This design comes from an exercise in tuning for small area, a short achievable clock period and few clock cycles per item on the open sky130 flow, not from production work. In this exercise RTL edits were held to simulation tests only and were not proved equivalent to the original. No activity file was given, so power comes from the tool's default toggle rates.

$ cat flow/config.mk
export PLATFORM = sky130hd
export DESIGN_NAME = block_matmul_top
export DESIGN_NICKNAME = block_matmul_top
export VERILOG_FILES = /design/flow/design.v
export SDC_FILE = /design/flow/constraint.sdc
export NUM_CORES = 4
export LEC_CHECK = 0
export CAP_MARGIN = 20
export CORE_MARGIN = 2
export CORE_UTILIZATION = 40
export SLEW_MARGIN = 20
$ cat flow/constraint.sdc
create_clock -name core_clock -period 11.0 [get_ports {clk_i}]
set_input_delay 2.2000 -clock core_clock [delete_from_list [all_inputs] [get_ports {clk_i}]]
set_output_delay 2.2000 -clock core_clock [all_outputs]
set_load 0.01 [all_outputs]
$ cat flow/design.v
package mesh_pkg;
    typedef logic [32-1:0] data_t;
    typedef logic [$clog2((4 * 4))-1:0] mem_addr_t;
    typedef logic [$clog2((4 * 4)):0]   fill_t;
    typedef logic [((4 / 2) > 1 ? $clog2((4 / 2)) : 1)-1:0] tile_idx_t;
    typedef logic [(2 > 1 ? $clog2(2) : 1)-1:0] elem_idx_t;
    typedef enum logic {
        SCHED_IDLE,
        SCHED_ISSUE
    } sched_state_t;
endpackage
`timescale 1ns/1ps
module operand_store (
    input  logic              clk_i,
    input  logic              rstn_i,
    input  logic              wr_en_i,
    input  logic [31:0]       wr_data_i,
    input  logic              wr_reset_i,
    output logic [15:0][31:0] mem_o,
    output logic [4:0]        fill_o,
    output logic              empty_o,
    output logic              full_o
);
    logic [15:0][31:0] mem_q;
    logic [4:0]        fill_q;
    logic              wr_accept;
    assign wr_accept = wr_en_i && !fill_q[4] && !wr_reset_i;
    always_ff @(posedge clk_i or negedge rstn_i) begin
        if (!rstn_i) begin
            fill_q <= '0;
        end else if (wr_reset_i) begin
            fill_q <= '0;
        end else if (wr_accept) begin
            fill_q <= fill_q + 5'd1;
        end
    end
    always_ff @(posedge clk_i) begin
        for (int n = 0; n < 16; n++) begin
            if (wr_accept && fill_q[3:0] == n) begin
                mem_q[n] <= wr_data_i;
            end
        end
    end
    assign mem_o   = mem_q;
    assign fill_o  = fill_q;
    assign empty_o = (fill_q == 5'd0);
    assign full_o  = fill_q[4];
endmodule
`timescale 1ns/1ps
module block_scheduler (
    input  logic       clk_i,
    input  logic       rstn_i,
    input  logic [4:0] fill_a_i,
    input  logic [4:0] fill_b_i,
    input  logic       restart_i,
    output logic       issue_o,
    output logic [1:0] i_o,
    output logic [1:0] k_o,
    output logic       last_o,
    output logic       seq_done_o
);
    logic [3:0] step_q;
    logic       seq_done_q;
    logic       ready;
    always_comb begin
        case (step_q)
            4'd0:    begin i_o = 2'd0; k_o = 2'd0; end
            4'd1:    begin i_o = 2'd1; k_o = 2'd0; end
            4'd2:    begin i_o = 2'd0; k_o = 2'd1; end
            4'd3:    begin i_o = 2'd1; k_o = 2'd1; end
            4'd4:    begin i_o = 2'd2; k_o = 2'd0; end
            4'd5:    begin i_o = 2'd2; k_o = 2'd1; end
            4'd6:    begin i_o = 2'd0; k_o = 2'd2; end
            4'd7:    begin i_o = 2'd1; k_o = 2'd2; end
            4'd8:    begin i_o = 2'd2; k_o = 2'd2; end
            4'd9:    begin i_o = 2'd3; k_o = 2'd0; end
            4'd10:   begin i_o = 2'd3; k_o = 2'd1; end
            4'd11:   begin i_o = 2'd3; k_o = 2'd2; end
            4'd12:   begin i_o = 2'd0; k_o = 2'd3; end
            4'd13:   begin i_o = 2'd1; k_o = 2'd3; end
            4'd14:   begin i_o = 2'd2; k_o = 2'd3; end
            default: begin i_o = 2'd3; k_o = 2'd3; end
        endcase
    end
    assign ready   = (fill_a_i > {1'b0, i_o, k_o}) && (fill_b_i > {1'b0, k_o, 2'b11});
    assign issue_o = !seq_done_q && ready && !restart_i;
    assign last_o  = (step_q == 4'd15);
    assign seq_done_o = seq_done_q;
    always_ff @(posedge clk_i or negedge rstn_i) begin
        if (!rstn_i) begin
            step_q     <= '0;
            seq_done_q <= 1'b0;
        end else if (restart_i) begin
            step_q     <= '0;
            seq_done_q <= 1'b0;
        end else if (issue_o) begin
            step_q <= step_q + 4'd1;
            if (last_o) begin
                seq_done_q <= 1'b1;
            end
        end
    end
endmodule
`timescale 1ns/1ps
module tile_mac (
    input  logic [15:0] one_i,
    input  logic [15:0] two_i,
    input  logic [15:0] neg_i,
    input  logic [31:0] b_i,
    output logic [31:0] s_o,
    output logic [31:0] c_o
);
    logic [16:0][31:0] r0;
    logic [11:0][31:0] r1;
    logic [7:0][31:0]  r2;
    logic [5:0][31:0]  r3;
    logic [3:0][31:0]  r4;
    logic [2:0][31:0]  r5;
    function automatic logic [31:0] maj(input logic [31:0] x, input logic [31:0] y,
                                        input logic [31:0] z);
        maj = (x & y) | (x & z) | (y & z);
    endfunction
    always_comb begin
        r0[16] = '0;
        for (int m = 0; m < 16; m++) begin
            r0[m] = ((({32{one_i[m]}} & b_i) | ({32{two_i[m]}} & {b_i[30:0], 1'b0}))
                     ^ {32{neg_i[m]}}) << (2 * m);
            r0[16][2 * m] = neg_i[m];
        end
        for (int g = 0; g < 5; g++) begin
            r1[2 * g]     = r0[3 * g] ^ r0[3 * g + 1] ^ r0[3 * g + 2];
            r1[2 * g + 1] = maj(r0[3 * g], r0[3 * g + 1], r0[3 * g + 2]) << 1;
        end
        r1[10] = r0[15];
        r1[11] = r0[16];
        for (int g = 0; g < 4; g++) begin
            r2[2 * g]     = r1[3 * g] ^ r1[3 * g + 1] ^ r1[3 * g + 2];
            r2[2 * g + 1] = maj(r1[3 * g], r1[3 * g + 1], r1[3 * g + 2]) << 1;
        end
        for (int g = 0; g < 2; g++) begin
            r3[2 * g]     = r2[3 * g] ^ r2[3 * g + 1] ^ r2[3 * g + 2];
            r3[2 * g + 1] = maj(r2[3 * g], r2[3 * g + 1], r2[3 * g + 2]) << 1;
        end
        r3[4] = r2[6];
        r3[5] = r2[7];
        for (int g = 0; g < 2; g++) begin
            r4[2 * g]     = r3[3 * g] ^ r3[3 * g + 1] ^ r3[3 * g + 2];
            r4[2 * g + 1] = maj(r3[3 * g], r3[3 * g + 1], r3[3 * g + 2]) << 1;
        end
        r5[0] = r4[0] ^ r4[1] ^ r4[2];
        r5[1] = maj(r4[0], r4[1], r4[2]) << 1;
        r5[2] = r4[3];
        s_o = r5[0] ^ r5[1] ^ r5[2];
        c_o = maj(r5[0], r5[1], r5[2]) << 1;
    end
endmodule
`timescale 1ns/1ps
module result_store (
    input  logic             clk_i,
    input  logic             valid_i,
    input  logic [1:0]       row_i,
    input  logic             init_i,
    input  logic [3:0][31:0] s_i,
    input  logic [3:0][31:0] c_i,
    input  logic             copy_i,
    input  logic             copy_pipe_i,
    input  logic [3:0]       rd_addr_i,
    output logic [31:0]      rd_data_o
);
    logic [3:0][3:0][31:0] acc_q;
    logic [15:0][31:0]     res_q;
    logic [3:0][31:0]      sum;
    always_comb begin
        for (int j = 0; j < 4; j++) begin
            logic [31:0] x, y, z;
            x = init_i ? 32'd0 : acc_q[row_i][j];
            y = x ^ s_i[j] ^ c_i[j];
            z = ((x & s_i[j]) | (x & c_i[j]) | (s_i[j] & c_i[j])) << 1;
            sum[j] = y + z;
        end
    end
    always_ff @(posedge clk_i) begin
        if (valid_i) begin
            acc_q[row_i] <= sum;
        end
        if (copy_i) begin
            for (int n = 0; n < 12; n++) begin
                res_q[n] <= acc_q[n / 4][n % 4];
            end
            for (int j = 0; j < 4; j++) begin
                res_q[12 + j] <= copy_pipe_i ? sum[j] : acc_q[3][j];
            end
        end
        rd_data_o <= res_q[rd_addr_i];
    end
endmodule
`timescale 1ns/1ps
module block_matmul_top (
    input  logic                clk_i,
    input  logic                rstn_i,
    input  logic                start_i,
    input  logic                north_wr_en_i,
    input  mesh_pkg::data_t     north_wr_data_i,
    input  logic                north_wr_reset_i,
    input  logic                west_wr_en_i,
    input  mesh_pkg::data_t     west_wr_data_i,
    input  logic                west_wr_reset_i,
    input  mesh_pkg::mem_addr_t result_addr_i,
    output logic                north_empty_o,
    output logic                west_empty_o,
    output logic                alloc_done_o,
    output logic                mult_done_o,
    output mesh_pkg::data_t     result_data_o
);
    logic [15:0][31:0] a_mem, b_mem;
    logic [4:0]        a_fill, b_fill;
    logic              a_full, b_full;
    logic              restart;
    logic              issue, last, seq_done;
    logic [1:0]        gi, gk;
    logic              start_ok;
    logic              pending_q, complete_q;
    logic [15:0]       one_q, two_q, neg_q;
    logic [3:0][31:0]  b_q;
    logic              v1_q, last1_q, fresh1_q, init1_q;
    logic [1:0]        row1_q;
    logic [3:0][31:0]  s_d, c_d, s_q, c_q;
    logic              v2_q, last2_q, fresh2_q, init2_q;
    logic [1:0]        row2_q;
    logic              copy, copy_pipe;
    operand_store west_store (
        .clk_i      (clk_i),
        .rstn_i     (rstn_i),
        .wr_en_i    (west_wr_en_i),
        .wr_data_i  (west_wr_data_i),
        .wr_reset_i (west_wr_reset_i),
        .mem_o      (a_mem),
        .fill_o     (a_fill),
        .empty_o    (west_empty_o),
        .full_o     (a_full)
    );
    operand_store north_store (
        .clk_i      (clk_i),
        .rstn_i     (rstn_i),
        .wr_en_i    (north_wr_en_i),
        .wr_data_i  (north_wr_data_i),
        .wr_reset_i (north_wr_reset_i),
        .mem_o      (b_mem),
        .fill_o     (b_fill),
        .empty_o    (north_empty_o),
        .full_o     (b_full)
    );
    assign restart = west_wr_reset_i || north_wr_reset_i;
    block_scheduler u_sched (
        .clk_i      (clk_i),
        .rstn_i     (rstn_i),
        .fill_a_i   (a_fill),
        .fill_b_i   (b_fill),
        .restart_i  (restart),
        .issue_o    (issue),
        .i_o        (gi),
        .k_o        (gk),
        .last_o     (last),
        .seq_done_o (seq_done)
    );
    always_ff @(posedge clk_i) begin
        logic [31:0] a;
        a = a_mem[{gi, gk}];
        for (int m = 0; m < 16; m++) begin
            logic a2, a1, a0;
            a2 = a[2 * m + 1];
            a1 = a[2 * m];
            a0 = (m == 0) ? 1'b0 : a[2 * m - 1];
            one_q[m] <= a1 ^ a0;
            two_q[m] <= (a2 & !a1 & !a0) | (!a2 & a1 & a0);
            neg_q[m] <= a2;
        end
        for (int j = 0; j < 4; j++) begin
            b_q[j] <= b_mem[{gk, 2'(j)}];
        end
        last1_q <= last;
        init1_q <= (gk == 2'd0);
        row1_q  <= gi;
    end
    for (genvar j = 0; j < 4; j++) begin : g_mul
        tile_mac u_mac (
            .one_i (one_q),
            .two_i (two_q),
            .neg_i (neg_q),
            .b_i   (b_q[j]),
            .s_o   (s_d[j]),
            .c_o   (c_d[j])
        );
    end
    always_ff @(posedge clk_i) begin
        s_q     <= s_d;
        c_q     <= c_d;
        last2_q <= last1_q;
        init2_q <= init1_q;
        row2_q  <= row1_q;
    end
    always_ff @(posedge clk_i or negedge rstn_i) begin
        if (!rstn_i) begin
            v1_q     <= 1'b0;
            fresh1_q <= 1'b0;
            v2_q     <= 1'b0;
            fresh2_q <= 1'b0;
        end else begin
            v1_q     <= issue;
            fresh1_q <= issue;
            v2_q     <= v1_q;
            fresh2_q <= fresh1_q && !restart;
        end
    end
    assign copy_pipe = pending_q && v2_q && last2_q;
    assign copy      = copy_pipe || (pending_q && complete_q);
    result_store u_result (
        .clk_i       (clk_i),
        .valid_i     (v2_q),
        .row_i       (row2_q),
        .init_i      (init2_q),
        .s_i         (s_q),
        .c_i         (c_q),
        .copy_i      (copy),
        .copy_pipe_i (copy_pipe),
        .rd_addr_i   (result_addr_i),
        .rd_data_o   (result_data_o)
    );
    assign start_ok = start_i && a_full && b_full && !pending_q;
    always_ff @(posedge clk_i or negedge rstn_i) begin
        if (!rstn_i) begin
            complete_q   <= 1'b0;
            pending_q    <= 1'b0;
            alloc_done_o <= 1'b0;
            mult_done_o  <= 1'b0;
        end else begin
            if (restart) begin
                complete_q <= 1'b0;
            end else if (v2_q && last2_q && fresh2_q) begin
                complete_q <= 1'b1;
            end
            if (start_ok) begin
                pending_q    <= 1'b1;
                alloc_done_o <= 1'b0;
                mult_done_o  <= 1'b0;
            end else begin
                if (pending_q && seq_done) begin
                    alloc_done_o <= 1'b1;
                end
                if (copy) begin
                    pending_q   <= 1'b0;
                    mult_done_o <= 1'b1;
                end
            end
        end
    end
endmodule
$ cat flow/run.sh
#!/bin/bash
# synth_recipe.tcl (not shown) runs the flow's synth.tcl, then flattens the netlist and writes it again
# the make line also repeats each setting of config.mk as NAME=value (left out here)
make -C /OpenROAD-flow-scripts/flow DESIGN_CONFIG=/design/flow/config.mk WORK_HOME=/design/flow/orfs CLKGATE_MAP_FILE= SYNTH_SCRIPT=/design/flow/synth_recipe.tcl finish
==> flow_summary_export.csv <==
group,metric,value,unit
floorplanning,dieArea,0.379,sq mm
setup_path,crit_type,"register to register",
clocking,cts.clk_slew.worst_paths,60,ps
setup_path,critPathCaptureType,"register",
synth,async_flop_share,0.872,%
setup_path,r2r_end,"u_result.res_q[415]",
synth,syn_area,0.150,sq mm
floorplanning,core-area,0.372,sq mm
final_layout,fin_nets,13363,
pwr,p_leak,61.9,nW
synth,avgSynthCellArea,12.1,sq um
synth,yosysSeqAreaShare,47.5,%
floorplanning,num_io_pins,111,
clocking,ctsHtreeMaxLevel,5,
clocking,holdBufCountCts,0,
clocking,cts_tree,"done",
outcome,status,"finished clean",
placement,io_buffers,110,
clocking,ctsResizeCount,0,
final_layout,fin_util,44.2,%
timing,fin_ws,4790,ps
min_path,min_from,"last1_q",
floorplanning,rows,224,
timing,setup_violations,0,
timing,fmax,161,MHz
timing,rsz0062_at_grt,"false",
pwr,power_density,275,mW/mm^2
clocking,cts_setup_buffers,0,
timing,hold_viol,0,
route,via_per_inst,5.83,
pwr,ir_drop,472,uV
grt,grt_max_degree,165,
min_path,hp-class,"register to register",
timing,timing.max_slew.rel_slack,17.3,%
grt,grt_pass1_vias,99400,
grt,grtUsageTotal,24.1,%
setup_path,cp.required,11650,ps
route,totalWireLength,464,mm
grt,grt_pass1_wl,684,mm
synth,yosys_warnings,5,
route,drt_iter0_drc,11928,
placement,dpl_cell_area,0.155,sq mm
setup_path,critical_path.max_fanout,85,
setup_path,r2r_slack,4790,ps
route,vias,99840,
min_path,holdPathStages,0,
route,postRouteAntennaNets,0,
setup_path,start_kind,"register",
synth,synthTopCellsByArea,"edfxtp_1, fa_1, dfxtp_1",
floorplanning,fp.dieW,615,microns
synth,synth_flop_cell,"edfxtp_1",
placement,dp_hpwl,296,mm
route,wl_per_cell,27.1,microns
setup_path,worstReg2RegStart,"row2_q[0]",
final_layout,fin_area,0.164,sq mm
route,firstDrtPassIters,7,
clocking,cts_root_buffer,"clkbuf_16",
timing,finalSetupTns,0,ps
clocking,cts_buffer_depth,4,
clocking,clock-sinks,2522,
placement,post-place-ws,4770,ps
synth,yosysTopAreaCellShare,41.1,%
final_layout,area_growth_syn_to_layout,9.93,%
final_layout,drive_gt1_share,8.83,%
synth,syn_nets,13747,
clocking,cts_buffers,279,
synth,yosys.area.top_type,"edfxtp_1",
setup_path,ff2ff_path_depth,14,
clocking,clock_latency,920,ps
setup_path,crit_arrival,6860,ps
floorplanning,fp.dieH,615,microns
final_layout,fill_cells,34318,
timing,finalCritPeriodShare,56.5,%
route,drc,0,
timing,period_minus_slack,6210,ps
timing,worstMarginPinSlew,1240,ps
synth,synth_seq_cells,2522,
grt,grt.overflow.total,0,
synth,synth_edf_count,2048,
synth,synth.distinct_cells,95,
min_path,min_to,"last2_q",
job,cap_viol_max_count,0,
timing,slew_viol_final,0,
synth,syn_inst,12315,
placement,routabilityCongestion,0.902,
timing,skew,39.7,ps
grt,antenna_found_initial,34,
floorplanning,start_util,40.2,%
-- per-layer routing --
metal	vias up	share of wire, %	GRT usage (%)
met3	978	9.4	4.66
met2	5291	45	37.2
met4	30	3.9	8.62
li1	42810	-	-
met1	50731	42	33.7
met5	-	0.041	0
-- critical path: stages, from the launching register on --
cell and delay [ps]:
dfxtp_4 750, buf_12 530, mux4_2 620, nand2b_1 100, fa_1 410, inv_1 70, ha_1 270, a21oi_1 310
o211ai_1 140, a221oi_1 680, a21oi_1 340, o21ai_1 640, nor2_1 120, nor3_1 520, o21ai_0 170
-- metrics by stage --
step                cells  hold WS [ps]  power, mW
floorplan           12315           310       26.0
global placement    16622           329       35.1
detailed placement  16622           316       35.5
CTS                 17129           343       45.0
global route        17132           375       48.4
finish              17137           340       45.3
-- placed cells by master, fill, tap and decap left out, drive strengths merged, types with 16 or more instances in the layout --
| cell type | instances |
|---|---|
| a211oi | 22 |
| a21o | 73 |
| a21oi | 151 |
| a221o | 17 |
| a22o | 48 |
| a22oi | 1022 |
| a311oi | 52 |
| a31oi | 156 |
| and2 | 17 |
| and3 | 173 |
| buf | 212 |
| bufinv | 17 |
| clkbuf | 364 |
| clkdlybuf4s50 | 106 |
| clkinv | 100 |
| dfrtp | 22 |
| dfxtp | 452 |
| edfxtp | 2048 |
| fa | 904 |
| ha | 453 |
| inv | 1295 |
| mux2i | 103 |
| mux4 | 288 |
| nand2 | 1257 |
| nand2b | 158 |
| nand3 | 207 |
| nand4 | 20 |
| nor2 | 160 |
| nor2b | 52 |
| nor3 | 47 |
| o21a | 46 |
| o21ai | 194 |
| o221a | 33 |
| o2bb2ai | 400 |
| o31ai | 16 |
| o32ai | 29 |
| or3 | 22 |
| xnor2 | 853 |
| xor2 | 425 |
-- worst max path at each step --
stage / start / endpoint / slack (ps) / depth (start not counted)
after CTS: row2_q[0] / u_result.acc_q[189] / 4740 / 14
after global placement: row2_q[0] / u_result.res_q[413] / 4800 / 14
after floorplan: v2_q / u_result.res_q[0] / -1700 / 2
after global routing: row2_q[0] / u_result.res_q[415] / 4410 / 14
final: row2_q[0] / u_result.res_q[415] / 4790 / 14
after detailed placement: row2_q[0] / u_result.acc_q[61] / 4770 / 14
-- area by class of cell --
class | count | area, sq um | area share [%]
Sequential cell | 2522 | 71200 | 43.3
Multi-Input combinational cell | 7532 | 70100 | 42.7
Clock buffer | 364 | 7590 | 4.62
Tap cell | 4972 | 6220 | 3.78
Inverter | 1278 | 4840 | 2.94
Timing Repair Buffer | 318 | 2820 | 1.72
Clock inverter | 143 | 1510 | 0.920
Antenna cell | 8 | 20.0 | 0.0122
-- state kept, by name, indices dropped and copies added, names as in the netlist, 2 cells and up --
register            cells
two_q                  16
north_store.mem_q     512
row1_q                  2
s_q                   128
u_result.res_q        512
c_q                   108
neg_q                  16
west_store.mem_q      512
u_result.acc_q        512
west_store.fill_q       5
b_q                   128
u_sched.step_q          4
one_q                  16
north_store.fill_q      5
row2_q                  2
u_result.rd_data_o     32
-- synth_stat cells (all sizes together) (8+ instances only) --
cell     count
ha         453
o32ai       29
o211ai      13
and3       173
a221o       17
clkbuf     725
a22oi     1022
a311oi      52
a21oi      151
o221a       33
dfxtp      452
a21o        73
nor3        47
o31ai       16
nand3      207
fa         904
or3         22
xnor2      853
a211o       10
buf        258
xor2       425
a31oi      156
o2bb2ai    400
inv       1278
dfrtp       22
a22o        48
nand2b     158
mux2i      103
o21bai      11
o21a        46
o21ai      194
nand2     1257
edfxtp    2048
nand4       20
or4          8
mux4       288
a211oi      22
nor2       160
and2        17
or2         11
nor2b       52
-- kinds of logic (layout without fill, tap and decap cells) --
group,Yosys count,after routing,synth area share (%)
AND/OR/NAND/NOR,2159,2159,6.49
buffers and inverters,2261,2103,5.76
multiplexers,392,392,5.03
other,0,8,0
XOR/XNOR,1278,1278,7.49
flip-flops,2522,2522,47.5
adder cells (fa/ha/maj),1357,1357,15.9
AO/OA/AOI/OAI,2346,2346,11.8
-- power breakdown --
group	internal, mW	leakage, nW	switching [mW]
combinational	9.41	34.9	14.7
clock	5.34	4.42	4.03
sequential	11.3	22.5	0.409
Testbench counts, summed over its fixed seeds: cycles 1,600, items 64.

## port drivers added, routing unchanged
How much do the figures lean on ideal ports? The routed layout below was timed once more, with nothing changed but the port constraints.
Step 1 assumes that a clkbuf_16 drives the clock port and a buf_2 every other input.
Step 2 also shifts input and output timing later by t, the mid clock arrival at the registers, as if the neighbouring blocks saw the same clock.
Three values: ideal ports, drivers, drivers and shift; two values: the first two.
shift t [ns]: 1.010
setup WS [ns]: 4.786 / 4.786 / 4.786
worst register clock-pin slew, ns: 0.08 / 0.08
After both steps setup and hold are still met in this run. For this run, drivers alone change the setup slack by 0.000 ns; drivers and shift together by 0.000 ns.
